This design comes from an exercise in tuning for small area and a short achievable clock period on the open sky130 flow, not from production work.

// ex_top
module ex_top (
    input  logic               clk,
    input  logic               reset,
    input  logic               in_valid,
    input  logic [4:0]         operator,
    input  logic [31:0]        operand1,
    input  logic [31:0]        operand2,
    input  logic [4:0]         dest_addr,
    input  logic               dest_write,
    output logic               out_valid,
    output logic [4:0]         write_addr,
    output logic               write_enable,
    output logic [31:0]        write_data
);
Size in the first run: about 4,300 cells after synthesis, roughly 100 flip-flops, roughly 120 I/O pins, roughly 34,000 sq um of cells after synthesis.
export LEC_CHECK = 0
export ABC_AREA = 1
export CAP_MARGIN = 20
export CORE_MARGIN = 2
export CORE_UTILIZATION = 40
export SETUP_SLACK_MARGIN = 4.5
export SLEW_MARGIN = 20
export SYNTH_HIERARCHICAL = 1
create_clock -name core_clock -period 14.0 [get_ports {clk}]
run.sh (not shown) runs the stock make flow with config.mk's settings and CLKGATE_MAP_FILE= SYNTH_SCRIPT=/design/flow/synth_recipe.tcl, a recipe that flattens the netlist after the stock synthesis.
The starting point passed the timing, design-rule and antenna checks.
Change:
--- a/flow/design.v
+++ b/flow/design.v
@@ -2558,42 +2558,37 @@
             for (genvar j = 0; j < 32; j++) begin : g_rev2
                 assign sout_rev[j] = sout[31-j];
             end
             assign sres = ({32{op_sll}} & sout_rev) | ({32{op_srl | op_sra}} & sout);
         end
     endgenerate
-    logic [31:0] hi, lo, hi_d, lo_d, hi_keep, lo_keep;
-    logic        hilo_mul, hilo_mul_n;
-    assign hilo_mul   = ~reset & in_valid & (op_mult | op_multu);
-    assign hilo_mul_n = ~reset & ~(in_valid & (op_mult | op_multu));
-    assign hi_keep = {32{hilo_mul_n}} & ((in_valid & op_mthi) ? operand1 : hi);
-    assign lo_keep = {32{hilo_mul_n}} & ((in_valid & op_mtlo) ? operand1 : lo);
-    generate
-        for (genvar j = 0; j < 32; j++) begin : g_hilo
-            ex_ao21 u_hi (.a(hi_keep[j]), .b(hilo_mul), .c(prod[32+j]), .y(hi_d[j]));
-            ex_ao21 u_lo (.a(lo_keep[j]), .b(hilo_mul), .c(prod[j]),    .y(lo_d[j]));
-        end
-    endgenerate
+    logic [31:0] hi, lo;
+    logic        hilo_mul;
+    assign hilo_mul = in_valid & (op_mult | op_multu);
     always_ff @(posedge clk) begin
-        hi <= hi_d;
-        lo <= lo_d;
-    end
-    logic [31:0] data_other, data_next;
-    logic        sel_mul;
-    assign sel_mul = op_mul | op_mult | op_multu;
-    assign data_other = lres | sres
-                      | ({32{op_add | op_addu | op_sub | op_subu}} & sum)
-                      | {31'd0, (op_slt & slt_bit) | (op_sltu & sltu_bit)}
-                      | ({32{op_clz | op_clo}} & {26'd0, lz_cnt})
-                      | ({32{op_mfhi}} & hi)
-                      | ({32{op_mflo}} & lo);
-    generate
-        for (genvar j = 0; j < 32; j++) begin : g_wd
-            ex_ao21 u_wd (.a(data_other[j]), .b(sel_mul), .c(prod[j]), .y(data_next[j]));
+        if (reset) begin
+            hi <= '0;
+            lo <= '0;
+        end else begin
+            if (hilo_mul) begin
+                hi <= prod[63:32];
+                lo <= prod[31:0];
+            end else begin
+                if (in_valid & op_mthi) hi <= operand1;
+                if (in_valid & op_mtlo) lo <= operand1;
+            end
         end
-    endgenerate
+    end
+    logic [31:0] data_next;
+    assign data_next = lres | sres
+                     | ({32{op_add | op_addu | op_sub | op_subu}} & sum)
+                     | {31'd0, (op_slt & slt_bit) | (op_sltu & sltu_bit)}
+                     | ({32{op_clz | op_clo}} & {26'd0, lz_cnt})
+                     | ({32{op_mul | op_mult | op_multu}} & prod[31:0])
+                     | ({32{op_mfhi}} & hi)
+                     | ({32{op_mflo}} & lo);
     always_ff @(posedge clk) begin
         if (reset) begin
             out_valid    <= 1'b0;
             write_enable <= 1'b0;
         end else begin
             out_valid    <= in_valid;
@@ -2602,15 +2597,12 @@
     end
     always_ff @(posedge clk) begin
         write_addr <= dest_addr;
         write_data <= data_next;
     end
 endmodule
-module ex_ao21 (input logic a, input logic b, input logic c, output logic y);
-    assign y = a | (b & c);
-endmodule
 module ex_fa (input logic a, input logic b, input logic c, output logic s, output logic co);
     assign s  = a ^ b ^ c;
     assign co = (a & b) | (a & c) | (b & c);
 endmodule
 module ex_ha (input logic a, input logic b, output logic s, output logic co);
     assign s  = a ^ b;
=> The new run went through all stages and came out clean; setup slack improves by 0.046 ns; final area drops by about 0.8%; die area drops by about 1.2%; routed wire length climbs by about 3.3%; area after synthesis drops by about 1.2%; first-iteration DRC count climbs by 11%; core utilization climbs by 0.36 points; synthesized cell count drops by about 2%; non-clock buffer count climbs by 1.
Function was not checked in any run of this note: the RTL went through the layout flow alone.

== onyx ==
ex_top, a different RTL version from the one above (not shown whole).
Size in the first run: about 4200 cells after synthesis, roughly 100 flip-flops, roughly 120 I/O pins.
Settings: LEC_CHECK=0, ABC_AREA=1, CAP_MARGIN=20, CORE_MARGIN=2, CORE_UTILIZATION=40, SETUP_SLACK_MARGIN=4.5, SLEW_MARGIN=20, SYNTH_HIERARCHICAL=1; clock period 14.0 ns.
standard.sh (not shown) runs the stock make flow with config.mk's settings and CLKGATE_MAP_FILE= SYNTH_SCRIPT=/design/flow/synth_recipe.tcl, a recipe that flattens the netlist after the stock synthesis.
==> flow/flow/run.sh <==
#!/bin/bash
# Layout flow: the standard flow (standard.sh), with the port buffers
# inserted as sky130_fd_sc_hd__buf_2 cells instead of the default delay-buffer
# cells. Every tool's output goes to flow_run.log; ORFS keeps its per-step logs
# under orfs/logs.
set -euo pipefail
export BUFFER_PORTS_ARGS="-buffer_cell sky130_fd_sc_hd__buf_2"
bash standard.sh finish > flow_run.log 2>&1
onyx went all the way through synthesis, placement and routing and the layout is clean on timing, DRC and antenna.
### onyx -> violet
diff --git a/flow/design.v b/flow/design.v
--- a/flow/design.v
+++ b/flow/design.v
@@ -8,15 +8,15 @@
     input  logic [4:0]         dest_addr,
     input  logic               dest_write,
     output logic               out_valid,
     output logic [4:0]         write_addr,
     output logic               write_enable,
     output logic [31:0]        write_data
 );
-    localparam bit SHIFT_MULT = 0;
+    localparam bit SHIFT_MULT = 1;
     logic [4:0] op;
     assign op = operator;
     logic op_or, op_and, op_nor, op_xor, op_sll, op_srl, op_sra;
     logic op_add, op_addu, op_sub, op_subu, op_slt, op_sltu, op_clz, op_clo;
     logic op_mul, op_mult, op_multu, op_mfhi, op_mflo, op_mthi, op_mtlo;
     assign op_or    = op == 5'd1;
     assign op_and   = op == 5'd2;
@@ -47,28 +47,29 @@
     logic [33:0] r;
     logic        d16;
     logic [63:0] prod;
     generate
         if (SHIFT_MULT) begin : g_rsel
             logic [31:0] eq;
             logic [32:0] pw;
-            logic        is_shr;
-            assign is_shr = op_srl | op_sra;
+            logic        is_shift, is_shr, sgn1;
+            assign is_shift = ~op[4] & ~op[3] & op[2] & (op[1] | op[0]);
+            assign is_shr   = ~op[4] & ~op[3] & op[2] & op[1];
             for (genvar j = 0; j < 32; j++) begin : g_eq
                 assign eq[j] = shamt == 5'(j);
             end
             assign pw[0]  = op_sll & eq[0];
             assign pw[32] = is_shr & eq[0];
             for (genvar j = 1; j < 32; j++) begin : g_pw
                 assign pw[j] = (op_sll & eq[j]) | (is_shr & eq[32-j]);
             end
-            assign msigned = op_mul | op_mult;
-            assign m = {(msigned | op_sra) & operand2[31], operand2};
-            assign r = {msigned & operand1[31], (msigned & operand1[31]) | pw[32],
-                        (operand1 & {32{~(op_sll | is_shr)}}) | pw[31:0]};
+            assign msigned = ~op[1] | (op[0] & ~op[4]);
+            assign sgn1 = msigned & operand1[31] & ~is_shift;
+            assign m = {msigned & operand2[31], operand2};
+            assign r = {sgn1, sgn1 | pw[32], (operand1 & {32{~is_shift}}) | pw[31:0]};
             assign d16 = (r[31] | r[32]) & ~r[33];
         end else begin : g_rsel
             assign msigned = ~op[1];
             assign m = {msigned & operand2[31], operand2};
             assign r = {{2{msigned & operand1[31]}}, operand1};
             assign d16 = operand1[31] & ~msigned;
         end
@@ -2544,15 +2545,15 @@
     assign kp = op_xor | op_or;
     assign kg = op_and | op_or;
     assign kn = op_nor;
     assign lres = ({32{kp}} & alu_p) | ({32{kg}} & alu_g) | ({32{kn}} & ~(alu_p | alu_g));
     logic [31:0] sres;
     generate
         if (SHIFT_MULT) begin : g_sh
-            assign sres = ({32{op_sll}} & prod[31:0]) | ({32{op_srl | op_sra}} & prod[63:32]);
+            assign sres = '0;   
         end else begin : g_sh
             logic [31:0] sin, srev, sout;
             logic        fill;
             for (genvar j = 0; j < 32; j++) begin : g_rev
                 assign srev[j] = operand2[31-j];
             end
             assign sin  = op_sll ? srev : operand2;
@@ -2587,16 +2588,23 @@
     assign data_other = lres | sres
                       | ({32{op_add | op_addu | op_sub | op_subu}} & sum)
                       | {31'd0, (op_slt & slt_bit) | (op_sltu & sltu_bit)}
                       | ({32{op_clz | op_clo}} & {26'd0, lz_cnt})
                       | ({32{op_mfhi}} & hi)
                       | ({32{op_mflo}} & lo);
     generate
-        for (genvar j = 0; j < 32; j++) begin : g_wd
-            ex_ao21 u_wd (.a(data_other[j]), .b(sel_mul), .c(prod[j]), .y(data_next[j]));
+        if (SHIFT_MULT) begin : g_wd
+            logic sel_lo, sel_hi;
+            assign sel_lo = sel_mul | op_sll;
+            assign sel_hi = op_srl | op_sra;
+            assign data_next = data_other | ({32{sel_lo}} & prod[31:0]) | ({32{sel_hi}} & prod[63:32]);
+        end else begin : g_wd
+            for (genvar j = 0; j < 32; j++) begin : g_b
+                ex_ao21 u_wd (.a(data_other[j]), .b(sel_mul), .c(prod[j]), .y(data_next[j]));
+            end
         end
     endgenerate
     always_ff @(posedge clk) begin
         if (reset) begin
             out_valid    <= 1'b0;
             write_enable <= 1'b0;
         end else begin
Notes after the runs:
For violet and onyx, there was not a single run that failed to finish clean.
violet: pre-CTS setup slack 1.03 ns below onyx
From onyx to violet the numbers moved as follows: number of rows in the core area down 2, post-synthesis to final-layout area growth climbed 15 points.
Going from onyx to violet, number of vias in the routed layout shrank by 301; number of sinks driven by the clock tree held steady.
Looking at wire length of the first global-routing pass, violet sits 0.31% below onyx.
Compared with onyx, violet has less setup slack.
From onyx to violet the numbers moved as follows: proportion of layout cells with a drive suffix above 1 shows an increase of 14 points, routability congestion estimate decreased by about 5% relative to the old numbers, synthesized cell count fell by about 8%.
Summary of violet over onyx: global-route usage higher; width of the die shows a reduction of about 2%; maximum fanout along the worst path fell by 21.
No run of this note included a check of the RTL's function; only the layout flow was run.

what the ideal ports hide:
No port has a modelled driver above. Below, the same layouts with a new extraction and two added sets of constraints.
Step 1 assumes that a clkbuf_16 drives the clock port and a buf_2 every other input.
Step 2, shift: input delay + t, output delay - t, t = (earliest + latest rising clock arrival at the registers) / 2. This alone moves slack from input paths to output paths.
Three values: no drivers, after step 1, after step 2; two values: the first two.
run | t (ns) | setup WS [ns] | worst data-port slew with drivers (ns) | pins driven straight from the clock port
the first run of note 1 | 0.453 | 4.536 / 4.554 / 4.102 | 0.06 | 1
the second run of note 1 | 0.406 | 4.582 / 4.594 / 4.187 | 0.06 | 1
onyx | 0.417 | 4.671 / 4.695 / 4.278 | 0.10 | 1
violet | 0.416 | 3.845 / 3.840 / 3.423 | 0.07 | 1
After both steps every run listed still meets setup and hold. For the first run of note 1, which loses most, drivers alone change the setup slack by +0.018 ns; drivers and shift together by -0.434 ns.
